From an optimization exercise on the open Yosys and OpenROAD flow, aimed at small area, a short achievable clock period and few clock cycles per item; shortcuts taken in it are not production practice.
The RTL was checked by simulation tests, not by an equivalence proof against the original design.

job 5501:
==> flow/design.v <==
`timescale 1ns / 1ps
`default_nettype none
package orma_pkg;
	localparam int WINDOW      = 10;
	localparam int SAMPLE_BITS = 12;
endpackage
`default_nettype wire
`timescale 1ns / 1ps
`default_nettype none
module outlier_rejecting_moving_average_core (
	input  logic        clk,
	input  logic        arst_n,
	input  logic        in_valid,
	output logic        in_ready,
	input  logic [11:0] in_sample,
	output logic        out_valid,
	input  logic        out_ready,
	output logic [11:0] out_filtered,
	output logic        out_held
);
	localparam int WIN = 10;
	localparam int NV  = 13;
	logic en_q, rdy_q;
	logic adv;
	assign adv      = en_q;
	assign in_ready = rdy_q;
	logic [NV-1:0] v;
	always_ff @(posedge clk or negedge arst_n) begin
		if (!arst_n) begin
			v <= '0;
		end else if (adv) begin
			v <= {v[NV-2:0], in_valid};
		end
	end
	logic [11:0]    h_q [WIN];
	logic [WIN-1:0] hv_q;
	logic [11:0] s0_q, s1_q, s2_q, s3_q, s4_q, old_q, old_d;
	always_comb begin
		logic [2:0] n;
		n = 3'(v[0]) + 3'(v[1]) + 3'(v[2]) + 3'(v[3]) + 3'(v[4]);
		case (n)
			3'd0:    old_d = hv_q[0] ? h_q[0] : 12'd0;
			3'd1:    old_d = hv_q[1] ? h_q[1] : 12'd0;
			3'd2:    old_d = hv_q[2] ? h_q[2] : 12'd0;
			3'd3:    old_d = hv_q[3] ? h_q[3] : 12'd0;
			3'd4:    old_d = hv_q[4] ? h_q[4] : 12'd0;
			default: old_d = hv_q[5] ? h_q[5] : 12'd0;
		endcase
	end
	logic [15:0] sum_q;
	always_ff @(posedge clk or negedge arst_n) begin
		if (!arst_n) begin
			sum_q <= '0;
			hv_q  <= '0;
		end else if (adv) begin
			if (v[0]) begin
				sum_q <= sum_q + {4'd0, s0_q} - {4'd0, old_q};
			end
			if (v[4]) begin
				hv_q <= {1'b1, hv_q[WIN-1:1]};
			end
		end
	end
	function automatic logic [4:0] div10_step(input logic [3:0] r, input logic b);
		case ({r, b})
			5'd0: div10_step = {1'b0, 4'd0};
			5'd1: div10_step = {1'b0, 4'd1};
			5'd2: div10_step = {1'b0, 4'd2};
			5'd3: div10_step = {1'b0, 4'd3};
			5'd4: div10_step = {1'b0, 4'd4};
			5'd5: div10_step = {1'b0, 4'd5};
			5'd6: div10_step = {1'b0, 4'd6};
			5'd7: div10_step = {1'b0, 4'd7};
			5'd8: div10_step = {1'b0, 4'd8};
			5'd9: div10_step = {1'b0, 4'd9};
			5'd10: div10_step = {1'b1, 4'd0};
			5'd11: div10_step = {1'b1, 4'd1};
			5'd12: div10_step = {1'b1, 4'd2};
			5'd13: div10_step = {1'b1, 4'd3};
			5'd14: div10_step = {1'b1, 4'd4};
			5'd15: div10_step = {1'b1, 4'd5};
			5'd16: div10_step = {1'b1, 4'd6};
			5'd17: div10_step = {1'b1, 4'd7};
			5'd18: div10_step = {1'b1, 4'd8};
			5'd19: div10_step = {1'b1, 4'd9};
			default: div10_step = 5'bx;
		endcase
	endfunction
	logic [5:0] ahi_d, ahi_q;
	logic [3:0] ar_d, ar_q;
	logic [5:0] slo_q;
	always_comb begin
		logic [3:0] r;
		logic [4:0] st;
		r = sum_q[15:12];
		for (int k = 11; k >= 6; k--) begin
			st = div10_step(r, sum_q[k]);
			ahi_d[k-6] = st[4];
			r = st[3:0];
		end
		ar_d = r;
	end
	logic [11:0] a_d, a_q;
	logic [8:0]  ad_d, ad_q;
	logic        nz_d, nz_q;
	always_comb begin
		logic [3:0] r;
		logic [4:0] st;
		r = ar_q;
		a_d[11:6] = ahi_q;
		for (int k = 5; k >= 0; k--) begin
			st = div10_step(r, slo_q[k]);
			a_d[k] = st[4];
			r = st[3:0];
		end
		r = {1'b0, a_d[11:9]};
		for (int k = 8; k >= 0; k--) begin
			st = div10_step(r, a_d[k]);
			ad_d[k] = st[4];
			r = st[3:0];
		end
		nz_d = (r != 4'd0);
	end
	logic [12:0] u_q;
	logic [11:0] l_q;
	function automatic logic [1:0] cmp4(input logic [3:0] a, input logic [3:0] b);
		logic lt, gt;
		lt = 1'b0;
		gt = 1'b0;
		for (int i = 0; i < 4; i++) begin
			lt = (~a[i] & b[i]) | (~(a[i] & ~b[i]) & lt);
			gt = (a[i] & ~b[i]) | (~(~a[i] & b[i]) & gt);
		end
		cmp4 = {lt, gt};
	endfunction
	function automatic logic lt16(input logic [15:0] a, input logic [15:0] b);
		logic [1:0] g0, g1, g2, g3;
		logic       c;
		g0 = cmp4(a[3:0], b[3:0]);
		g1 = cmp4(a[7:4], b[7:4]);
		g2 = cmp4(a[11:8], b[11:8]);
		g3 = cmp4(a[15:12], b[15:12]);
		c = g0[1];
		c = g1[1] | (~g1[0] & c);
		c = g2[1] | (~g2[0] & c);
		c = g3[1] | (~g3[0] & c);
		lt16 = c;
	endfunction
	function automatic logic in_band(input logic [11:0] x, input logic [12:0] ub,
			input logic [11:0] lb);
		in_band = lt16({4'd0, x}, {3'd0, ub}) && lt16({4'd0, lb}, {4'd0, x});
	endfunction
	logic [WIN-1:0] f_d, f_q;
	always_comb begin
		for (int i = 0; i < WIN - 1; i++) begin
			f_d[i] = hv_q[i+1] && in_band(h_q[i+1], u_q, l_q);
		end
		f_d[WIN-1] = in_band(s4_q, u_q, l_q);
	end
	function automatic logic [31:0] csa(input logic [15:0] a, input logic [15:0] b,
			input logic [15:0] c);
		logic [15:0] s, k;
		s = a ^ b ^ c;
		k = (a & b) | (a & c) | (b & c);
		csa = {k[14:0], 1'b0, s};
	endfunction
	logic [15:0] ps_d, pc_d, ps_q, pc_q;
	logic [3:0]  c_d, c6_q;
	always_comb begin
		logic [15:0] m [WIN];
		logic [31:0] a1, a2, a3, b1, b2, c1, d1, e1;
		for (int i = 0; i < WIN; i++) begin
			m[i] = f_q[i] ? {4'd0, h_q[i]} : 16'd0;
		end
		a1 = csa(m[0], m[1], m[2]);
		a2 = csa(m[3], m[4], m[5]);
		a3 = csa(m[6], m[7], m[8]);
		b1 = csa(a1[15:0], a1[31:16], a2[15:0]);
		b2 = csa(a2[31:16], a3[15:0], a3[31:16]);
		c1 = csa(b1[15:0], b1[31:16], b2[15:0]);
		d1 = csa(c1[15:0], c1[31:16], b2[31:16]);
		e1 = csa(d1[15:0], d1[31:16], m[9]);
		ps_d = e1[15:0];
		pc_d = e1[31:16];
		c_d = '0;
		for (int i = 0; i < WIN; i++) begin
			c_d = c_d + 4'(f_q[i]);
		end
	end
	function automatic logic [15:0] div2(input logic [15:0] rd, input logic [3:0] c);
		logic [3:0]  r;
		logic [11:0] d;
		logic [5:0]  t;
		r = rd[15:12];
		d = rd[11:0];
		for (int k = 0; k < 2; k++) begin
			t = {1'b0, r, d[11]} - {2'b0, c};
			if (!t[5]) begin
				r = t[3:0];
				d = {d[10:0], 1'b1};
			end else begin
				r = {r[2:0], d[11]};
				d = {d[10:0], 1'b0};
			end
		end
		div2 = {r, d};
	endfunction
	logic [15:0] t_q;
	logic [3:0]  c7_q;
	logic [15:0] x_q [8:12];
	logic [3:0]  cx_q [8:12];
	logic [15:0] q_last;
	assign q_last = div2(x_q[12], cx_q[12]);
	always_ff @(posedge clk) begin
		if (adv) begin
			s0_q  <= in_sample;
			old_q <= old_d;
			s1_q  <= s0_q;
			s2_q  <= s1_q;
			s3_q  <= s2_q;
			s4_q  <= s3_q;
			ahi_q <= ahi_d;
			ar_q  <= ar_d;
			slo_q <= sum_q[5:0];
			a_q   <= a_d;
			ad_q  <= ad_d;
			nz_q  <= nz_d;
			u_q   <= {1'b0, a_q} + {4'd0, ad_q};
			l_q   <= a_q - {3'd0, ad_q} - {11'd0, nz_q};
			f_q   <= f_d;
			ps_q  <= ps_d;
			pc_q  <= pc_d;
			c6_q  <= c_d;
			t_q   <= ps_q + pc_q;
			c7_q  <= c6_q;
			x_q[8]  <= div2(t_q, c7_q);
			cx_q[8] <= c7_q;
			for (int k = 9; k <= 12; k++) begin
				x_q[k]  <= div2(x_q[k-1], cx_q[k-1]);
				cx_q[k] <= cx_q[k-1];
			end
		end
	end
	always_ff @(posedge clk) begin
		if (adv && v[4]) begin
			for (int i = 0; i < WIN - 1; i++) begin
				h_q[i] <= h_q[i+1];
			end
			h_q[WIN-1] <= s4_q;
		end
	end
	logic        sv_q;
	logic [11:0] sf_q;
	logic        sh_q;
	logic [11:0] lastm;
	logic        res_h;
	logic [11:0] res_f;
	logic        inc;
	logic        take;
	logic        sv_d;
	assign lastm = sv_q ? sf_q : out_filtered;
	assign res_h = (cx_q[12] == 4'd0);
	assign res_f = res_h ? lastm : q_last[11:0];
	assign inc   = adv && v[NV-1];
	assign take  = out_valid && out_ready;
	always_comb begin
		sv_d = sv_q;
		if (!out_valid || take) begin
			if (sv_q && !inc) begin
				sv_d = 1'b0;
			end
		end else if (inc) begin
			sv_d = 1'b1;
		end
	end
	always_ff @(posedge clk or negedge arst_n) begin
		if (!arst_n) begin
			out_valid    <= 1'b0;
			out_filtered <= '0;
			out_held     <= 1'b0;
			sv_q         <= 1'b0;
			en_q         <= 1'b1;
			rdy_q        <= 1'b1;
		end else begin
			sv_q <= sv_d;
			en_q <= !sv_d;
			rdy_q <= !sv_d;
			if (!out_valid || take) begin
				if (sv_q) begin
					out_valid    <= 1'b1;
					out_filtered <= sf_q;
					out_held     <= sh_q;
				end else if (inc) begin
					out_valid    <= 1'b1;
					out_filtered <= res_f;
					out_held     <= res_h;
				end else begin
					out_valid <= 1'b0;
				end
			end
		end
	end
	always_ff @(posedge clk) begin
		if (inc && (sv_q || (out_valid && !take))) begin
			sf_q <= res_f;
			sh_q <= res_h;
		end
	end
endmodule
`default_nettype wire
Settings: LEC_CHECK=0, CAP_MARGIN=20, CORE_MARGIN=2, CORE_UTILIZATION=60, GPL_TIMING_DRIVEN=1, SETUP_SLACK_MARGIN=4.4, SLEW_MARGIN=20; clock period 8.0 ns.
run.sh (not shown) runs the stock make flow with config.mk's settings and CLKGATE_MAP_FILE= SYNTH_SCRIPT=/design/flow/synth_recipe.tcl, a recipe that flattens the netlist after the stock synthesis.
Testbench counts of job 5501, summed over its fixed seeds: cycles 8,112, items 8,000.
#### Input delta (job 2032 over job 5501)
# job 5501
export LEC_CHECK = 0
export CAP_MARGIN = 20
export CORE_MARGIN = 2
export CORE_UTILIZATION = 60
export GPL_TIMING_DRIVEN = 1
export SETUP_SLACK_MARGIN = 4.4
export SLEW_MARGIN = 20
create_clock -name core_clock -period 8.0 [get_ports {clk}]
# job 2032
export LEC_CHECK = 0
export CAP_MARGIN = 20
export CORE_MARGIN = 2
export CORE_UTILIZATION = 60
export CTS_BUF_LIST = sky130_fd_sc_hd__clkbuf_4 sky130_fd_sc_hd__clkbuf_8
export GPL_TIMING_DRIVEN = 1
export SETUP_SLACK_MARGIN = 4.4
export SLEW_MARGIN = 20
create_clock -name core_clock -period 8.0 [get_ports {clk}]
Results
Job 2032 gives more required time of the worst setup path than job 5501 did. Job 5501 → job 2032: global-route met3 utilization +0.37 points.
Relative to job 2032, the following input files were edited for job 4491:
# job 2032
export LEC_CHECK = 0
export CAP_MARGIN = 20
export CORE_MARGIN = 2
export CORE_UTILIZATION = 60
export CTS_BUF_LIST = sky130_fd_sc_hd__clkbuf_4 sky130_fd_sc_hd__clkbuf_8
export GPL_TIMING_DRIVEN = 1
export SETUP_SLACK_MARGIN = 4.4
export SLEW_MARGIN = 20
create_clock -name core_clock -period 8.0 [get_ports {clk}]
# job 4491
export LEC_CHECK = 0
export CAP_MARGIN = 20
export CORE_MARGIN = 2
export CORE_UTILIZATION = 60
export CTS_CLUSTER_DIAMETER = 60
export CTS_CLUSTER_SIZE = 30
export GPL_TIMING_DRIVEN = 1
export SETUP_SLACK_MARGIN = 4.6
export SLEW_MARGIN = 20
export TNS_END_PERCENT = 10
create_clock -name core_clock -period 8.0 [get_ports {clk}]
[summary]
In summary, job 4491 completed successfully, with a layout that passed the timing, DRC and antenna checks. Instance area after placement delta (job 4491 -> job 2032): insignificant. Delta (job 4491 minus job 2032): final cell count saw a decrease.

-- afterwards: timing with drivers on the ports --
No port has a modelled driver above. Below, the same layouts with a new extraction and two added sets of constraints.
Step 1 (the two cells are an assumption about what drives the block):
set clk [get_ports {clk}]
set_driving_cell -lib_cell sky130_fd_sc_hd__clkbuf_16 $clk
set_driving_cell -lib_cell sky130_fd_sc_hd__buf_2 [delete_from_list [all_inputs] $clk]
Step 2 times the ports against the registers' clock, not the clock port: input delays grow and output delays shrink by t, the midpoint of the rising clock arrivals with the driver on.
Slacks: ideal ports / drivers / drivers and shift; pairs: ideal ports / drivers.
run	t (ns)	setup WS [ns]	worst register clock-pin slew, ns
job 5501	0.662	4.362 / 4.362 / 4.362	0.07 / 0.07
job 2032	0.727	4.333 / 4.333 / 4.333	0.07 / 0.07
job 4491	0.641	4.321 / 4.321 / 4.321	0.09 / 0.09
After both steps every run listed still meets setup and hold.
